This design comes from an exercise in tuning for small area, a short achievable clock period and few clock cycles per item on the open sky130 flow, not from production work. Only simulation tests tie the RTL to the original design; equivalence was not proved. No activity file was given, so power comes from the tool's default toggle rates.

Setup of wip/juniper:
## postfix_expression_evaluator
module postfix_expression_evaluator #(
	parameter int STACK_DEPTH = pee_pkg::DEFAULT_STACK_DEPTH
) (
	input  wire logic        clk,
	input  wire logic        arst_n,
	input  wire logic        s_axis_tvalid,
	output logic             s_axis_tready,
	input  wire logic [7:0]  s_axis_tdata,    
	input  wire logic        s_axis_tlast,    
	output logic             m_axis_tvalid,
	input  wire logic        m_axis_tready,
	output logic [31:0]      m_axis_tdata,    
	output logic [1:0]       m_axis_tuser     
);
	localparam int MEM_N = STACK_DEPTH - 2;
	localparam int DEPTH_W = $clog2(STACK_DEPTH + 1);
	localparam int IDX_W = $clog2(MEM_N);
	localparam int W = pee_pkg::WORD_W;
	localparam int SYMB = 10;   
	logic h_v, s_v;
	logic [SYMB-1:0] h_q, s_q, in_dec;
	logic push, take;
	logic in_last, in_dig, in_add, in_sub, in_mul, in_div, in_oth, in_as;
	logic [3:0] in_val;
	assign in_dec = {s_axis_tlast,
		(s_axis_tdata >= pee_pkg::SYM_ZERO) && (s_axis_tdata <= pee_pkg::SYM_NINE),
		s_axis_tdata == pee_pkg::SYM_PLUS,
		s_axis_tdata == pee_pkg::SYM_MINUS,
		s_axis_tdata == pee_pkg::SYM_TIMES,
		s_axis_tdata == pee_pkg::SYM_SLASH,
		s_axis_tdata[3:0]};
	assign s_axis_tready = !s_v;
	assign push = s_axis_tvalid && !s_v;
	assign {in_last, in_dig, in_add, in_sub, in_mul, in_div, in_val} = h_q;
	assign in_oth = !(in_dig || in_add || in_sub || in_mul || in_div);
	assign in_as = in_add || in_sub;
	always_ff @(posedge clk or negedge arst_n) begin
		if (!arst_n) begin
			h_v <= 1'b0;
			s_v <= 1'b0;
		end else if (take) begin
			h_v <= s_v || push;
			s_v <= 1'b0;
		end else if (push) begin
			h_v <= 1'b1;
			s_v <= h_v;
		end
	end
	logic [SYMB-1:0] h_nx;
	assign h_nx = take ? (s_v ? s_q : in_dec) : (h_v ? h_q : in_dec);
	always_ff @(posedge clk) begin
		h_q <= h_nx;
		if (push && h_v && !take) begin
			s_q <= in_dec;
		end
	end
	logic st_clear, st_idle, st_pop2, st_mul, st_divb, st_div1, st_div2, st_divf;
	logic [W-1:0] t_q, n_q, w_q;
	logic [W-1:0] mem [MEM_N];
	logic [DEPTH_W-1:0] d_q;
	logic [4:0] cnt_q;
	logic neg_q, cur_last_q, dz_q, ov_q, outp_q;
	logic [W-1:0] popv;
	logic pop_ones;
	logic [DEPTH_W-1:0] d_binop, d_pop;
  ...
clock: 10.0 ns
lec_check: 0
abc_clock_period_in_ps: 3000
cap_margin: 35
core_margin: 2
core_utilization: 62
cts_buf_list: sky130_fd_sc_hd__clkbuf_8
cts_cluster_diameter: 50
cts_cluster_size: 16
place_density: 0.72
slew_margin: 35
standard.sh (not shown) runs the stock make flow with config.mk's settings and CLKGATE_MAP_FILE= SYNTH_SCRIPT=/design/flow/synth_recipe.tcl, a recipe that flattens the netlist after the stock synthesis.
==> flow/flow/run.sh <==
#!/bin/bash
set -euo pipefail
bash standard.sh SETUP_SLACK_MARGIN=6.3 finish > standard_flow.log 2>&1
wip/juniper ended with every stage complete and zero timing, DRC or antenna violations.
Testbench counts of wip/juniper, summed over its fixed seeds: cycles 20,352, items 1,920.
Inputs modified between wip/juniper and wip/pepper:
==> flow/flow/run.sh <==
#!/bin/bash
set -euo pipefail
bash standard.sh SETUP_SLACK_MARGIN=6 finish > standard_flow.log 2>&1
==> results.txt <==
- wip/pepper did not stop at any stage, and its layout met the timing, design-rule and antenna checks.
- Combinational share of power for wip/pepper: 1.1 points down relative to wip/juniper
- Between wip/pepper and wip/juniper, the relative area of clock buffers and inverters in the final design does not differ in any meaningful way.
- Of wip/pepper and wip/juniper, it is wip/pepper that has the lower number of nets in the layout.
- Delta (wip/pepper minus wip/juniper): post-layout instance area went down; maximum frequency went down about 6%; combined flip-flop and latch cell area moved down.
- Ratio of total power to cell area: wip/pepper > wip/juniper
- Re non-clock buffer count: wip/pepper and wip/juniper aren't equal, and the lower value belongs to wip/pepper.
- Between wip/pepper and wip/juniper, the final worst slack is higher for wip/juniper.
- Diff wip/pepper and wip/juniper: met3 routing resource usage after global routing higher in wip/juniper
Changes in wip/fjord relative to wip/pepper:
Settings: CORE_UTILIZATION now 55, was 62; PLACE_DENSITY no longer set, was 0.72.
==> comparison <==
wip/fjord reached the end of the flow, and the finished layout is clean on the timing, design-rule and antenna checks.
In summary, wip/pepper completed successfully, with a layout that passed the timing, design-rule and antenna checks.
Worst-case register-to-register setup slack, wip/fjord and wip/pepper: lower on wip/fjord
From wip/pepper to wip/fjord the numbers moved as follows: via count normalized by instance count fell 4.0%, aggregate global-route resource usage fell 1.4 points, async set or reset register ratio after synthesis saw little to no change, highest attainable clock frequency lower, placeable core area went up by about 12%.
Compared with wip/pepper, in wip/fjord total power after layout rose about 2%; final critical-path setup slack fell 0.016 ns; number of standard cells in the final layout excluding fillers rose 76.
Input changes introduced in wip/sierra (baseline for comparison: wip/fjord):
Settings: an added PLACE_DENSITY of 0.72; a change of CORE_UTILIZATION from 55 to 62.
==> flow/flow/run.sh <==
#!/bin/bash
set -euo pipefail
bash standard.sh SETUP_SLACK_MARGIN=6.4 finish > standard_flow.log 2>&1
--- outcome ---
First-pass GRT wire length is higher on wip/fjord. Compared with wip/fjord, wip/sierra shows a clock group share of total power that is 1.7 points lower. wip/sierra vs. wip/fjord: floorplan die height decreased 5.7%, worst setup margin increased 0.36 ns. Against wip/fjord, net switching power of the design in wip/sierra came out better.
> inputs changed (wip/sierra -> wip/quartz)
Settings: TNS_END_PERCENT: unset -> 10; CORE_UTILIZATION: 62 -> 55; PLACE_DENSITY: 0.72 -> unset.
==> flow/flow/run.sh <==
#!/bin/bash
set -euo pipefail
bash standard.sh SETUP_SLACK_MARGIN=6 finish > standard_flow.log 2>&1
Results
Every stage of the flow completed for wip/quartz, and the final layout passed the timing, design-rule and antenna checks.
Against wip/sierra, placeable core region in wip/quartz came out worse.
Re detailed route wirelength on metal2: wip/quartz is 3.4% up on wip/sierra.
When wip/quartz is measured against wip/sierra, its maximum vdd ir drop turns out 0.54% lower.
Cmp wip/quartz vs wip/sierra: non-clock buffer count lower in wip/quartz
On final area, the lower figure sits with wip/quartz, not wip/sierra.
Where placed wire-length estimate is concerned, wip/sierra is better than wip/quartz.
Looking at share of the cycle needed by the critical path after routing, wip/quartz sits 4.3 points above wip/sierra.
Measured against wip/sierra, the vertical extent of the die of wip/quartz comes out at 1.06 times the reference value.


postfix_expression_evaluator again, from the RTL that the note above started with.
export LEC_CHECK = 0
export ABC_CLOCK_PERIOD_IN_PS = 3000
export CAP_MARGIN = 35
export CORE_MARGIN = 2
export CORE_UTILIZATION = 62
export CTS_BUF_LIST = sky130_fd_sc_hd__clkbuf_8
export CTS_CLUSTER_DIAMETER = 50
export CTS_CLUSTER_SIZE = 16
export PLACE_DENSITY = 0.72
export SLEW_MARGIN = 35
create_clock -name core_clock -period 10.0 [get_ports {clk}]
==> flow/flow/run.sh <==
#!/bin/bash
set -euo pipefail
bash standard.sh SETUP_SLACK_MARGIN=6.8 finish > standard_flow.log 2>&1
Testbench counts at the start, summed over its fixed seeds: cycles 20,352, items 1,920.
Rerun with:
==> flow/flow/run.sh (replaced) <==
#!/bin/bash
set -euo pipefail
bash standard.sh SETUP_SLACK_MARGIN=6 finish > standard_flow.log 2>&1
--- a/flow/config.mk
+++ b/flow/config.mk
@@ -9,8 +9,8 @@
 export CAP_MARGIN = 35
 export CORE_MARGIN = 2
-export CORE_UTILIZATION = 62
+export CORE_UTILIZATION = 68
 export CTS_BUF_LIST = sky130_fd_sc_hd__clkbuf_8
 export CTS_CLUSTER_DIAMETER = 50
 export CTS_CLUSTER_SIZE = 16
-export PLACE_DENSITY = 0.72
+export PLACE_DENSITY = 0.8
 export SLEW_MARGIN = 35
The new run produced a clean layout.
Total power shrinks by 5.8%.
Routed wire length is lower by 9.4%.
Maximum frequency goes down by 4.4%.
Register-to-register slack got worse by 0.16 ns.
Count of clock-buffer cells in the layout went down by 2.
Core utilization is higher by 0.86 points.
Rerun with:
==> flow/flow/run.sh (replaced) <==
#!/bin/bash
set -euo pipefail
bash standard.sh SETUP_SLACK_MARGIN=5.5 finish > standard_flow.log 2>&1
--- a/flow/config.mk
+++ b/flow/config.mk
@@ -9,8 +9,7 @@
 export CAP_MARGIN = 35
 export CORE_MARGIN = 2
-export CORE_UTILIZATION = 68
+export CORE_UTILIZATION = 55
 export CTS_BUF_LIST = sky130_fd_sc_hd__clkbuf_8
 export CTS_CLUSTER_DIAMETER = 50
 export CTS_CLUSTER_SIZE = 16
-export PLACE_DENSITY = 0.8
 export SLEW_MARGIN = 35
=> The changed run produced a clean layout. Cell area hardly moves. Fmax fell by 7.7%. Utilization is lower by 14 points. Die area went up by 23%. Non-clock buffer count is lower by 8. Cell count rises by 5.0%. Sequential power hardly moves. Wire length climbs by 4.5%. Worst hold slack gains 0.012 ns. Clock skew decreases by 0.0097 ns. Power grows by 1.4%.
Rerun with:
==> flow/flow/run.sh (replaced) <==
#!/bin/bash
set -euo pipefail
bash standard.sh SETUP_SLACK_MARGIN=6.6 finish > standard_flow.log 2>&1
--- a/flow/config.mk
+++ b/flow/config.mk
@@ -9,7 +9,8 @@
 export CAP_MARGIN = 35
 export CORE_MARGIN = 2
-export CORE_UTILIZATION = 55
+export CORE_UTILIZATION = 62
 export CTS_BUF_LIST = sky130_fd_sc_hd__clkbuf_8
 export CTS_CLUSTER_DIAMETER = 50
 export CTS_CLUSTER_SIZE = 16
+export PLACE_DENSITY = 0.72
 export SLEW_MARGIN = 35
What happened: Final area grows by 6.0%; synthesized area is unchanged; setup slack gets better by 0.68 ns; power rose by about 2.7%; synthesized cell count does not change; register-to-register slack improved by 0.68 ns; sequential share of layout area went down by 2.7 points.


Starting RTL as in the previous note.
export LEC_CHECK = 0
export ABC_CLOCK_PERIOD_IN_PS = 3000
export CAP_MARGIN = 35
export CORE_MARGIN = 2
export CORE_UTILIZATION = 55
export CTS_BUF_LIST = sky130_fd_sc_hd__clkbuf_8
export CTS_CLUSTER_DIAMETER = 50
export CTS_CLUSTER_SIZE = 16
export SLEW_MARGIN = 35
create_clock -name core_clock -period 10.0 [get_ports {clk}]
==> flow/flow/run.sh <==
#!/bin/bash
set -euo pipefail
bash standard.sh SETUP_SLACK_MARGIN=6.4 finish > standard_flow.log 2>&1
The first run completed without violations.
Testbench counts at the start, summed over its fixed seeds: cycles 20,352, items 1,920.
Rerun with:
==> flow/flow/run.sh (replaced) <==
#!/bin/bash
set -euo pipefail
bash standard.sh SETUP_SLACK_MARGIN=6 finish > standard_flow.log 2>&1
--- a/flow/config.mk
+++ b/flow/config.mk
@@ -13,2 +12,0 @@
-export CTS_CLUSTER_DIAMETER = 50
-export CTS_CLUSTER_SIZE = 16
- global-route usage hardly moves
- via count shrinks by 1.3%
- total power grows by 4.1%

-- static timing again, ports no longer ideal --
The flow's constraints put no driver on any port. The routed layouts listed below were extracted and timed again, unchanged, in two steps. Step 1 assumes that a clkbuf_16 drives the clock port and a buf_2 every other input. Step 2 also shifts input and output timing later by t, the mid clock arrival at the registers, as if the neighbouring blocks saw the same clock. Three values: ideal ports, drivers, drivers and shift; two values: the first two.
run	t (ns)	slack for setup (ns)	latest minus earliest clock arrival (ns)	worst data-port slew with drivers (ns)
wip/juniper	0.736	6.317 / 6.262 / 5.643	0.049 / 0.048	0.03
wip/pepper	0.734	6.073 / 6.019 / 5.612	0.053 / 0.053	0.03
wip/fjord	0.740	6.057 / 5.995 / 5.544	0.029 / 0.029	0.04
wip/sierra	0.732	6.421 / 6.409 / 5.764	0.050 / 0.050	0.03
wip/quartz	0.756	5.988 / 5.927 / 5.521	0.030 / 0.030	0.03
the first run of note 2	0.740	6.244 / 6.244 / 5.861	0.045 / 0.045	0.03
the second run of note 2	0.734	6.072 / 6.015 / 5.522	0.045 / 0.045	0.03
the third run of note 2	0.738	5.742 / 5.742 / 5.452	0.035 / 0.035	0.03
the fourth run of note 2	0.754	6.418 / 6.418 / 5.835	0.045 / 0.045	0.03
the first run of note 3	0.736	6.434 / 6.381 / 5.780	0.052 / 0.051	0.03
the second run of note 3	0.724	6.034 / 5.980 / 5.560	0.027 / 0.027	0.04
After both steps every run listed still meets setup and hold. For wip/juniper, which loses most, drivers alone change the setup slack by -0.055 ns; drivers and shift together by -0.674 ns.
